Source: an optimization exercise on an open RTL-to-GDS flow (aim: small area, a short achievable clock period and few clock cycles per item). Production flows keep margins and buffers that such runs may drop. Only simulation tests tie the RTL to the original design; equivalence was not proved.

### flow/design.v
package jpe_pkg;
	localparam int MAX_DEGREE = 32;
	localparam logic [1:0] REG_DEGREE = 2'd0;
	localparam logic [1:0] REG_ALPHA = 2'd1;
	localparam logic [1:0] REG_BETA = 2'd2;
	localparam logic [1:0] REG_SCALE = 2'd3;
endpackage
module jpe_qmul (
	input logic [56:0] a,
	input logic [31:0] b,
	input logic [64:0] c,
	output logic [89:0] p
);
	assign p = 90'(a) * 90'(b) + 90'(c);
endmodule
module jpe_div_cell (
	input logic [51:0] den,
	input logic nbit,
	input logic [51:0] rem_in,
	output logic [51:0] rem_out,
	output logic q
);
	logic [53:0] df;
	always_comb begin
		df = {1'b0, rem_in, nbit} - {2'b0, den};
		q = ~df[53];
		rem_out = q ? df[51:0] : {rem_in[50:0], nbit};
	end
endmodule
module jpe_qdiv #(
	parameter int R = 4
) (
	input logic clk,
	input logic arst_n,
	input logic start,
	input logic ack,
	input logic [62:0] n_m,
	input logic n_s,
	input logic [51:0] d_m,
	input logic d_s,
	output logic busy,
	output logic done,
	output logic [62:0] q_m,
	output logic q_s,
	output logic q_sat
);
	logic busy_q, big_q, neg_q, zero_q;
	logic [6:0] p_q;
	logic [51:0] rem_q, den_q;
	logic [63:0] nq_q;
	logic fin;
	logic [31:0] nval, nb32, qo32;
	logic sk32, sk16;
	logic [51:0] rem_c [R+1];
	logic [R-1:0] qb;
	logic [R-1:0] bigb;
	logic [52:0] rnd;
	logic [64:0] qr;
	always_comb begin
		for (int i = 0; i < 32; i++)
			nval[31-i] = (32'(p_q) + 32'(i)) < 32'd64;
		nb32 = nq_q[63:32] & nval;
		qo32 = nq_q[63:32] & ~nval;
		sk32 = (p_q <= 7'd64) && (rem_q[51:20] == '0) &&
			({rem_q[19:0], nb32} < den_q);
		sk16 = (p_q <= 7'd80) && (rem_q[51:36] == '0) &&
			({rem_q[35:0], nb32[31:16]} < den_q);
	end
	assign rem_c[0] = rem_q;
	for (genvar j = 0; j < R; j++) begin : g_cell
		jpe_div_cell u_cell (
			.den(den_q),
			.nbit(nb32[31-j]),
			.rem_in(rem_c[j]),
			.rem_out(rem_c[j+1]),
			.q(qb[R-1-j])
		);
		assign bigb[j] = qo32[31-j];
	end
	assign fin = zero_q | big_q | (p_q == 7'd96);
	assign busy = busy_q;
	assign done = busy_q & fin;
	always_comb begin
		rnd = {rem_q, 1'b0};
		qr = {1'b0, nq_q} + 65'(rnd >= {1'b0, den_q});
		q_sat = zero_q | big_q | qr[64] | qr[63];
		if (zero_q)
			q_m = '0;
		else if (q_sat)
			q_m = '1;
		else
			q_m = qr[62:0];
		q_s = neg_q;
	end
	always_ff @(posedge clk or negedge arst_n) begin
		if (!arst_n)
			busy_q <= 1'b0;
		else if (start)
			busy_q <= 1'b1;
		else if (ack)
			busy_q <= 1'b0;
	end
	always_ff @(posedge clk) begin
		if (start) begin
			p_q <= '0;
			rem_q <= '0;
			nq_q <= {1'b0, n_m};
			big_q <= 1'b0;
			den_q <= d_m;
			neg_q <= n_s ^ d_s;
			zero_q <= (d_m == '0);
		end else if (busy_q && !fin) begin
			if (sk32) begin
				p_q <= p_q + 7'd32;
				rem_q <= {rem_q[19:0], nb32};
				nq_q <= {nq_q[31:0], 32'd0};
				big_q <= big_q | (|qo32);
			end else if (sk16) begin
				p_q <= p_q + 7'd16;
				rem_q <= {rem_q[35:0], nb32[31:16]};
				nq_q <= {nq_q[47:0], 16'd0};
				big_q <= big_q | (|qo32[31:16]);
			end else begin
				p_q <= p_q + 7'(R);
				rem_q <= rem_c[R];
				nq_q <= {nq_q[63-R:0], qb};
				big_q <= big_q | (|bigb);
			end
		end
	end
endmodule
import jpe_pkg::*;
module jacobi_polynomial_eval (
	input logic clk,
	input logic arst_n,
	input logic cfg_we,
	input logic [1:0] cfg_addr,
	input logic [31:0] cfg_data,
	input logic s_tvalid,
	output logic s_tready,
	input logic [31:0] s_tdata,
	output logic m_tvalid,
	input logic m_tready,
	output logic [55:0] m_tdata
);
	typedef enum logic [4:0] {
		S_IDLE, S_AB, S_P1A, S_P1B, S_Y1,
		S_M2, S_M3A, S_M3B, S_INNER, S_G1, S_DEN1, S_DEN, S_M4, S_M5,
		S_P2A, S_P2B, S_WAIT, S_Q1A, S_Q1B, S_NUM, S_WAITF, S_FA, S_FB, S_OUT
	} state_t;
	localparam logic [62:0] MAX63 = '1;
	state_t state_q;
	logic [5:0] degree_q;
	logic [21:0] alpha_q, beta_q;
	logic [31:0] scale_q;
	logic [31:0] x_q;
	logic [5:0] kp_q;
	logic last_q, sat_q;
	logic [47:0] val_q;
	logic ovf_q, mv_q;
	logic t_s, g1_s, g0_s, ab_s, den_s, y_s;
	logic [62:0] t_m, g1_m, y_m;
	logic [51:0] g0_m, den_m;
	logic [42:0] ab_m;
	logic [57:0] acc_q;
	logic [5:0] nn;
	assign nn = (degree_q > 6'd32) ? 6'd32 : degree_q;
	logic [24:0] al, be, sig, t2p, t1p, t0p, ksp, kap, kbp, amb, ap1, sp2;
	always_comb begin
		al = {{3{alpha_q[21]}}, alpha_q};
		be = {{3{beta_q[21]}}, beta_q};
		sig = al + be;
		t2p = {2'b0, kp_q, 17'd0} + sig;
		t1p = t2p - 25'h10000;
		t0p = t2p - 25'h20000;
		ksp = {3'b0, kp_q, 16'd0} + sig;
		kap = {3'b0, kp_q - 6'd1, 16'd0} + al;
		kbp = {3'b0, kp_q - 6'd1, 16'd0} + be;
		amb = al - be;
		ap1 = al + 25'h10000;
		sp2 = sig + 25'h20000;
	end
	logic [24:0] sa, sb;
	logic [23:0] sa_m, sb_m;
	logic sa_s, sb_s;
	always_comb begin
		case (state_q)
			S_AB: sa = amb;
			S_Y1: sa = ap1;
			S_M4: sa = kap;
			default: sa = t2p;  
		endcase
		case (state_q)
			S_AB: sb = sig;
			S_P1A: sb = sp2;
			S_G1: sb = t1p;
			S_DEN1: sb = ksp;
			S_M4: sb = kbp;
			S_M5: sb = t2p;
			default: sb = t0p;  
		endcase
		sa_s = sa[24];
		sa_m = sa[24] ? 24'(-sa) : sa[23:0];
		sb_s = sb[24];
		sb_m = sb[24] ? 24'(-sb) : sb[23:0];
	end
	logic [31:0] xa;
	logic [34:0] xm1;
	logic [33:0] xm1_m;
	always_comb begin
		xa = x_q[31] ? 32'(-x_q) : x_q;
		xm1 = {x_q[31], x_q, 2'b00} - 35'h1_0000_0000;
		xm1_m = xm1[34] ? 34'(-xm1) : xm1[33:0];
	end
	logic [56:0] ma;
	logic [31:0] mb;
	logic [64:0] mc;
	logic m_as, m_bs, sh16;
	logic [89:0] mp;
	always_comb begin
		ma = '0;
		m_as = 1'b0;
		mb = '0;
		m_bs = 1'b0;
		mc = 65'h8000_0000;
		sh16 = 1'b0;
		case (state_q)
			S_AB, S_M2, S_M4, S_NUM: begin
				ma = 57'({sa_m, 16'd0});
				m_as = sa_s;
			end
			S_P1A: begin
				ma = 57'(xm1_m);
				m_as = xm1[34];
			end
			S_DEN1: begin
				ma = 57'({kp_q, 33'd0});
			end
			S_P1B, S_M3A, S_M3B, S_G1, S_DEN, S_M5: begin
				ma = t_m[56:0];
				m_as = t_s;
			end
			S_P2A, S_P2B: begin
				ma = 57'({g0_m, 1'b0});
				m_as = ~g0_s;
			end
			S_Q1A, S_Q1B: begin
				ma = g1_m[56:0];
				m_as = g1_s;
			end
			default: begin  
				ma = 57'({scale_q, 8'd0});
			end
		endcase
		case (state_q)
			S_P1B: mb = 32'h8000;
			S_M3A: begin mb = {xa[29:0], 2'b00}; m_bs = x_q[31]; end
			S_M3B: begin mb = {30'd0, xa[31:30]}; m_bs = x_q[31]; end
			S_P2A: begin
				mb = (kp_q == 6'd2) ? 32'd0 : y_m[31:0];
				m_bs = (kp_q == 6'd2) ? 1'b0 : y_s;
			end
			S_P2B: begin
				mb = (kp_q == 6'd2) ? 32'd1 : {1'b0, y_m[62:32]};
				m_bs = (kp_q == 6'd2) ? 1'b0 : y_s;
			end
			S_Q1A, S_FA: begin mb = y_m[31:0]; m_bs = y_s; end
			S_Q1B, S_FB: begin mb = {1'b0, y_m[62:32]}; m_bs = y_s; end
			default: begin mb = 32'(sb_m); m_bs = sb_s; end
		endcase
		case (state_q)
			S_M3A, S_P2A, S_Q1A, S_FA: mc = 65'h8000_0000;
			S_M3B, S_P2B, S_Q1B, S_FB: mc = 65'(acc_q);
			default: begin mc = 65'h8000; sh16 = 1'b1; end
		endcase
	end
	jpe_qmul u_mul (.a(ma), .b(mb), .c(mc), .p(mp));
	logic r_s, r_sat;
	logic [62:0] r_m;
	always_comb begin
		r_s = m_as ^ m_bs;
		if (sh16) begin
			r_sat = |mp[89:79];
			r_m = r_sat ? MAX63 : mp[78:16];
		end else begin
			r_sat = |mp[89:63];
			r_m = r_sat ? MAX63 : mp[62:0];
		end
	end
	logic ax_s, ay_s, z_s, z_sat;
	logic [62:0] ax_m, ay_m, z_m;
	logic [63:0] zsum;
	always_comb begin
		case (state_q)
			S_Y1: begin ax_m = 63'({sa_m, 16'd0}); ax_s = sa_s; end
			S_NUM: begin ax_m = g1_m; ax_s = g1_s; end
			default: begin ax_m = t_m; ax_s = t_s; end  
		endcase
		if (state_q == S_INNER) begin
			ay_m = 63'(ab_m);
			ay_s = ab_s;
		end else begin
			ay_m = t_m;
			ay_s = t_s;
		end
		z_sat = 1'b0;
		if (ax_s == ay_s) begin
			zsum = {1'b0, ax_m} + {1'b0, ay_m};
			z_s = ax_s;
			z_sat = zsum[63];
			z_m = z_sat ? MAX63 : zsum[62:0];
		end else begin
			zsum = {1'b0, ax_m} - {1'b0, ay_m};
			if (zsum[63]) begin
				z_m = 63'(-zsum);
				z_s = ay_s;
			end else begin
				z_m = zsum[62:0];
				z_s = ax_s;
			end
		end
	end
	logic dv_start, dv_ack, dv_busy, dv_done, dv_s, dv_sat;
	logic [62:0] dv_m;
	assign dv_start = (state_q == S_NUM);
	assign dv_ack = dv_done && (state_q == S_WAIT || state_q == S_WAITF);
	jpe_qdiv #(.R(4)) u_div (
		.clk(clk), .arst_n(arst_n),
		.start(dv_start), .ack(dv_ack),
		.n_m(z_m), .n_s(z_s), .d_m(den_m), .d_s(den_s),
		.busy(dv_busy), .done(dv_done),
		.q_m(dv_m), .q_s(dv_s), .q_sat(dv_sat)
	);
	logic [47:0] fin_v;
	logic fin_sat;
	always_comb begin
		fin_sat = 1'b0;
		if (!t_s && (|t_m[62:47])) begin
			fin_v = 48'h7FFF_FFFF_FFFF;
			fin_sat = 1'b1;
		end else if (t_s && ((|t_m[62:48]) || (t_m[47] && (|t_m[46:0])))) begin
			fin_v = 48'h8000_0000_0000;
			fin_sat = 1'b1;
		end else begin
			fin_v = t_s ? 48'(-t_m[47:0]) : t_m[47:0];
		end
	end
	always_ff @(posedge clk or negedge arst_n) begin
		if (!arst_n) begin
			degree_q <= '0;
			alpha_q <= '0;
			beta_q <= '0;
			scale_q <= 32'd16777216;
		end else if (cfg_we) begin
			case (cfg_addr)
				REG_DEGREE: degree_q <= cfg_data[5:0];
				REG_ALPHA: alpha_q <= cfg_data[21:0];
				REG_BETA: beta_q <= cfg_data[21:0];
				REG_SCALE: scale_q <= cfg_data;
				default: ;
			endcase
		end
	end
	assign s_tready = (state_q == S_IDLE);
	assign m_tvalid = mv_q;
	assign m_tdata = {7'd0, ovf_q, val_q};
	always_ff @(posedge clk or negedge arst_n) begin
		if (!arst_n) begin
			state_q <= S_IDLE;
			kp_q <= 6'd2;
			last_q <= 1'b0;
			mv_q <= 1'b0;
		end else begin
			case (state_q)
				S_IDLE: if (s_tvalid) state_q <= S_AB;
				S_AB: state_q <= S_P1A;
				S_P1A: state_q <= S_P1B;
				S_P1B: state_q <= S_Y1;
				S_Y1: begin
					kp_q <= 6'd2;
					state_q <= (nn < 6'd2) ? S_FA : S_M2;
				end
				S_M2: state_q <= S_M3A;
				S_M3A: state_q <= S_M3B;
				S_M3B: state_q <= S_INNER;
				S_INNER: state_q <= S_G1;
				S_G1: state_q <= S_DEN1;
				S_DEN1: state_q <= S_DEN;
				S_DEN: state_q <= S_M4;
				S_M4: state_q <= S_M5;
				S_M5: state_q <= S_P2A;
				S_P2A: state_q <= S_P2B;
				S_P2B: state_q <= S_WAIT;
				S_WAIT: if (!dv_busy || dv_done) state_q <= S_Q1A;
				S_Q1A: state_q <= S_Q1B;
				S_Q1B: begin
					if (kp_q < nn) begin
						kp_q <= kp_q + 6'd1;
						last_q <= 1'b0;
					end else
						last_q <= 1'b1;
					state_q <= S_NUM;
				end
				S_NUM: state_q <= last_q ? S_WAITF : S_M3A;
				S_WAITF: if (dv_done) state_q <= S_FA;
				S_FA: state_q <= S_FB;
				S_FB: state_q <= S_OUT;
				S_OUT: if (!mv_q || m_tready) state_q <= S_IDLE;
				default: state_q <= S_IDLE;
			endcase
			if (state_q == S_OUT && (!mv_q || m_tready))
				mv_q <= 1'b1;
			else if (mv_q && m_tready)
				mv_q <= 1'b0;
		end
	end
	always_ff @(posedge clk) begin
		case (state_q)
			S_IDLE: begin
				x_q <= s_tdata;
				sat_q <= 1'b0;
			end
			S_AB: begin
				ab_m <= r_m[42:0];
				ab_s <= r_s;
			end
			S_P1A, S_P1B, S_M2, S_M3B, S_DEN1, S_M4, S_NUM: begin
				t_m <= r_m;
				t_s <= r_s;
			end
			S_INNER: begin
				t_m <= z_m;
				t_s <= z_s;
			end
			S_Y1: begin
				if (nn == 6'd0) begin
					y_m <= 63'h1_0000_0000;
					y_s <= 1'b0;
				end else begin
					y_m <= z_m;
					y_s <= z_s;
				end
				sat_q <= sat_q | z_sat;
			end
			S_G1, S_Q1B: begin
				g1_m <= r_m;
				g1_s <= r_s;
			end
			S_DEN: begin
				den_m <= r_m[51:0];
				den_s <= r_s;
			end
			S_M5: begin
				g0_m <= r_m[51:0];
				g0_s <= r_s;
			end
			S_P2B, S_FB: begin
				t_m <= r_m;
				t_s <= r_s;
			end
			S_WAIT, S_WAITF: begin
				if (dv_done) begin
					y_m <= dv_m;
					y_s <= dv_s;
				end
			end
			default: ;
		endcase
		case (state_q)
			S_M3A, S_P2A, S_Q1A, S_FA: acc_q <= mp[89:32];
			default: ;
		endcase
		case (state_q)
			S_P2B, S_Q1B, S_FB: sat_q <= sat_q | r_sat;
			S_NUM: sat_q <= sat_q | z_sat;
			S_WAIT, S_WAITF: if (dv_done) sat_q <= sat_q | dv_sat;
			S_OUT: if (!mv_q || m_tready) begin
				val_q <= fin_v;
				ovf_q <= sat_q | fin_sat;
			end
			default: ;
		endcase
	end
endmodule
### flow/run.sh
#!/bin/bash
# synth_recipe.tcl (not shown) runs the flow's synth.tcl, then flattens the netlist and writes it again
# the make line also repeats each setting of config.mk as NAME=value (left out here)
make -C /OpenROAD-flow-scripts/flow DESIGN_CONFIG=/design/flow/config.mk WORK_HOME=/design/flow/orfs CLKGATE_MAP_FILE= SYNTH_SCRIPT=/design/flow/synth_recipe.tcl finish
### flow/config.mk
export PLATFORM = sky130hd
export DESIGN_NAME = jacobi_polynomial_eval
export DESIGN_NICKNAME = jacobi_polynomial_eval
export VERILOG_FILES = /design/flow/design.v
export SDC_FILE = /design/flow/constraint.sdc
export NUM_CORES = 4
export LEC_CHECK = 0
export CAP_MARGIN = 20
export CORE_MARGIN = 2
export CORE_UTILIZATION = 40
export SLEW_MARGIN = 20
### flow/constraint.sdc
create_clock -name core_clock -period 20.0 [get_ports {clk}]
set_input_delay 4.0000 -clock core_clock [delete_from_list [all_inputs] [get_ports {clk}]]
set_output_delay 4.0000 -clock core_clock [all_outputs]
set_load 0.01 [all_outputs]
==> results.yml <==
sta:
  setup_violations: 0
  period_minus_slack_ns: 19.49
  max_slew_margin: -0.346
  skew_ns: 0.0713
  worst_hold_slack_ns: 0.454
  hold_violations: 0
  tightest_slew_ns: 2.02
  fin_tns_setup_ns: 0
  drv_slew: 3
  period_share: 0.975
  fin_ws_ns: 0.507
  fmax_mhz: 51.3
global_routing:
  grt_max_degree: 98
  first_global_vias: 113256
  antenna_found_initial: 59
  grt_first_pass_wirelength_um: 795000
  grt_usage: 0.333
  overflow: 0
setup_path:
  cpMostUsedCell: "fa_1"
  path_depth: 73
  crit_start: "beta_q[1]$_DFFE_PN0P_"
  cp_max_fo: 39
  arrival_ns: 19.99
  crit_path_max_incr_delay_ns: 0.58
  cp_num_buf_inv: 13
  reg2regPathDepth: 73
  crit_family: "compound AO/OA/AOI/OAI gates"
  cp-start-kind: "flip-flop"
  rr_startpoint: "beta_q[1]$_DFFE_PN0P_"
  crit_type: "reg2reg"
  endpoint_kind: "flip-flop"
  worst_path_max_delay_cell: "fa_1"
  worst_ep_required_time_ns: 20.50
yosys:
  synthTopCellsByArea: "fa_1 26%, edfxtp_1 14%, ha_1 8.6%, inv_1 6.8%, nand2_1 6.2%"
  yosys_register_bits: 754
  synth_area_per_cell_um2: 8.50
  yosys.cell_types.count: 125
  synthArstFlopShare: 0.127
  synth.most_common_cell: "inv_1"
  ys_warn_count: 5
  synth_compound_area_frac: 0.156
  synth_common_cells: "2324 x inv_1, 2145 x nand2_1, 1659 x fa_1"
  synth_top_area_frac: 0.258
  synth_enable_flop_cells: 598
  synth-adder-area-share: 0.343
  yosys.area.top_type: "fa_1"
  synthSimpleGateAreaFrac: 0.165
  synthXorXnorAreaFrac: 0.0522
  synth_cells: 15165
  synthesis.area_um2: 129000
  synth_top_family_by_area: "adder cells"
  synth_seq_area_share: 0.167
  synthMuxAreaShare: 0.0233
  synth_flop_cell: "edfxtp_1"
run_status:
  status: "finished with violations"
  violations: "capacitance limit, slew limit"
detailed_routing:
  firstDrtPassIters: 6
  via_per_inst: 5.90
  vias: 114472
  routed_wl_um: 553000
  detail-route-antenna-nets: 0
  wire_per_inst_um: 28.5
  initialDrtViolationCount: 12656
  drc: 0
layout:
  area_delta_synth_final_pct: 8.76
  final_cells: 19408
  nets: 17599
  layout-drive-gt1-share: 0.0711
  final.fill_count: 32025
die:
  die_y_um: 572
  start_util: 0.402
  io_pins: 129
  rows: 208
  die_area_um2: 327000
  core_um2: 321000
  die_w_um: 572
cts:
  path_clk_slew_ns: 0.07
  numClockSinks: 754
  ctsLongestPathBuffers: 3
  htree_levels: 3
  cts_tree: "yes"
  cts_buffers: 88
  root_buffer: "clkbuf_16"
  cts_hold_buffers: 0
  worstSkewPairLatency_ns: 0.78
flow_run:
  cap_viol_max_count: 1
placement:
  hpwlAfterDp_um: 441000
  dp_cells: 19181
  gp_congestion: 1.04
  io_buffers: 121
  post-place-ws_ns: -0.0734
hold_path:
  holdPathStages: 0
  hold_start: "den_m[3]$_DFFE_PN_"
  hp-class: "reg2reg"
flip-flops by register name, summed over array words and instances (netlist names), 52 cells and up:
signal       count
u_div.nq_q      64
g1_m            63
t_m             63
y_m             63
acc_q           58
den_m           52
g0_m            52
u_div.den_q     52
u_div.rem_q     52
placed cells by master (no fill, tap or decap), drive strengths merged, types with 99 or more instances in the layout:
cell type / n
nand2b: 140
nand3: 189
o31ai: 99
nor3: 255
nand2: 2145
clkdlybuf4s50: 120
mux2: 204
nand4: 104
nor4: 101
edfxtp: 598
ha: 883
a211oi: 142
xnor2: 479
and2: 303
nor2: 869
a22oi: 101
nor2b: 191
clkbuf: 103
fa: 1659
buf: 415
xor2: 287
inv: 2335
a21oi: 727
a21o: 308
o21ai: 723
logic make-up after synthesis:
logic type,count (synthesis)
buffers and inverters,3150
DFF,754
AOI/OAI and AO/OA,3066
and+or+nand+nor,4611
adders and majority gates,2542
xor gates and xnor gates,766
other,1
muxes,275
per-stage QoR:
stage	util	area, um2
global placement	0.425	136000
finish	0.437	140000
floorplan	-	129000
CTS	0.435	140000
global route	0.437	140000
detailed placement	0.426	137000
worst reg2reg max path, delay by kind of cell (launching register included):
family / cells / cell delay (ns)
AOI/OAI and AO/OA: 22 / 5.77
adders and majority gates: 13 / 5.26
and+or+nand+nor: 19 / 3.96
buffers and inverters: 13 / 2.16
xor gates and xnor gates: 4 / 0.95
muxes: 2 / 0.72
DFF: 1 / 0.42
final timing paths:
kind | end | slack (ns)
setup / recovery | t_m[23]$_DFFE_PP_ | 0.51
hold / removal | u_div.den_q[3]$_DFFE_PP_ | 0.45
setup reg to reg | t_m[23]$_DFFE_PP_ | 0.51
hold reg to reg | u_div.den_q[3]$_DFFE_PP_ | 0.45
max in group asynchronous | kp_q[5]$_DFFE_PN0P_ | 15.53
min in group asynchronous | mv_q$_DFFE_PN0P_ | 3.24
per-layer routing:
metal / up-vias / GRT usage / routed length (um)
li1: 49807 / - / -
met1: 57386 / 0.428 / 216000
met2: 5938 / 0.513 / 241000
met3: 1311 / 0.0748 / 55800
met4: 30 / 0.198 / 39500
met5: - / 0 / 213
layout make-up:
cell class | count | area [um2] | area share
multi-input combinational | 11269 | 96700 | 0.690
sequential | 754 | 21600 | 0.154
inverter | 2337 | 8780 | 0.0626
tap | 4305 | 5390 | 0.0384
timing repair buffer | 536 | 4750 | 0.0339
clock buffer | 102 | 2280 | 0.0163
clock inverter | 61 | 634 | 0.00452
antenna | 44 | 110 | 0.000785
timing repair:
item | CTS | global route
setup buffers | 0 | 15
setup endpoints to repair | 21 | 274
cloned | 0 | 3
pin swaps | 0 | 18
resized for setup | 3 | 59
Testbench counts, summed over its fixed seeds: cycles 76,904, items 576.

-- afterwards: timing with drivers on the ports --
How much do the figures lean on ideal ports? The routed layout below was timed once more, with nothing changed but the port constraints. Step 1 sets driving cells, clkbuf_16 on the clock port and buf_2 on the other inputs (assumed; they add their load-dependent delay and slew). Step 2 adds t to the input delays and takes it off the output delays; t is the mean of the earliest and latest rising clock arrival at the registers after step 1. Input paths then give back, and output paths get back, about the clock's delay inside the block. a / b / c = ideal / step 1 / step 2; a / b = the first two.
t, ns: 0.837
setup slack, ns: 0.507 / 0.507 / 0.507
worst register clock-pin slew, ns: 0.07 / 0.07
The setup slack of this run moves by 0.000 ns with the drivers and by 0.000 ns with both steps.
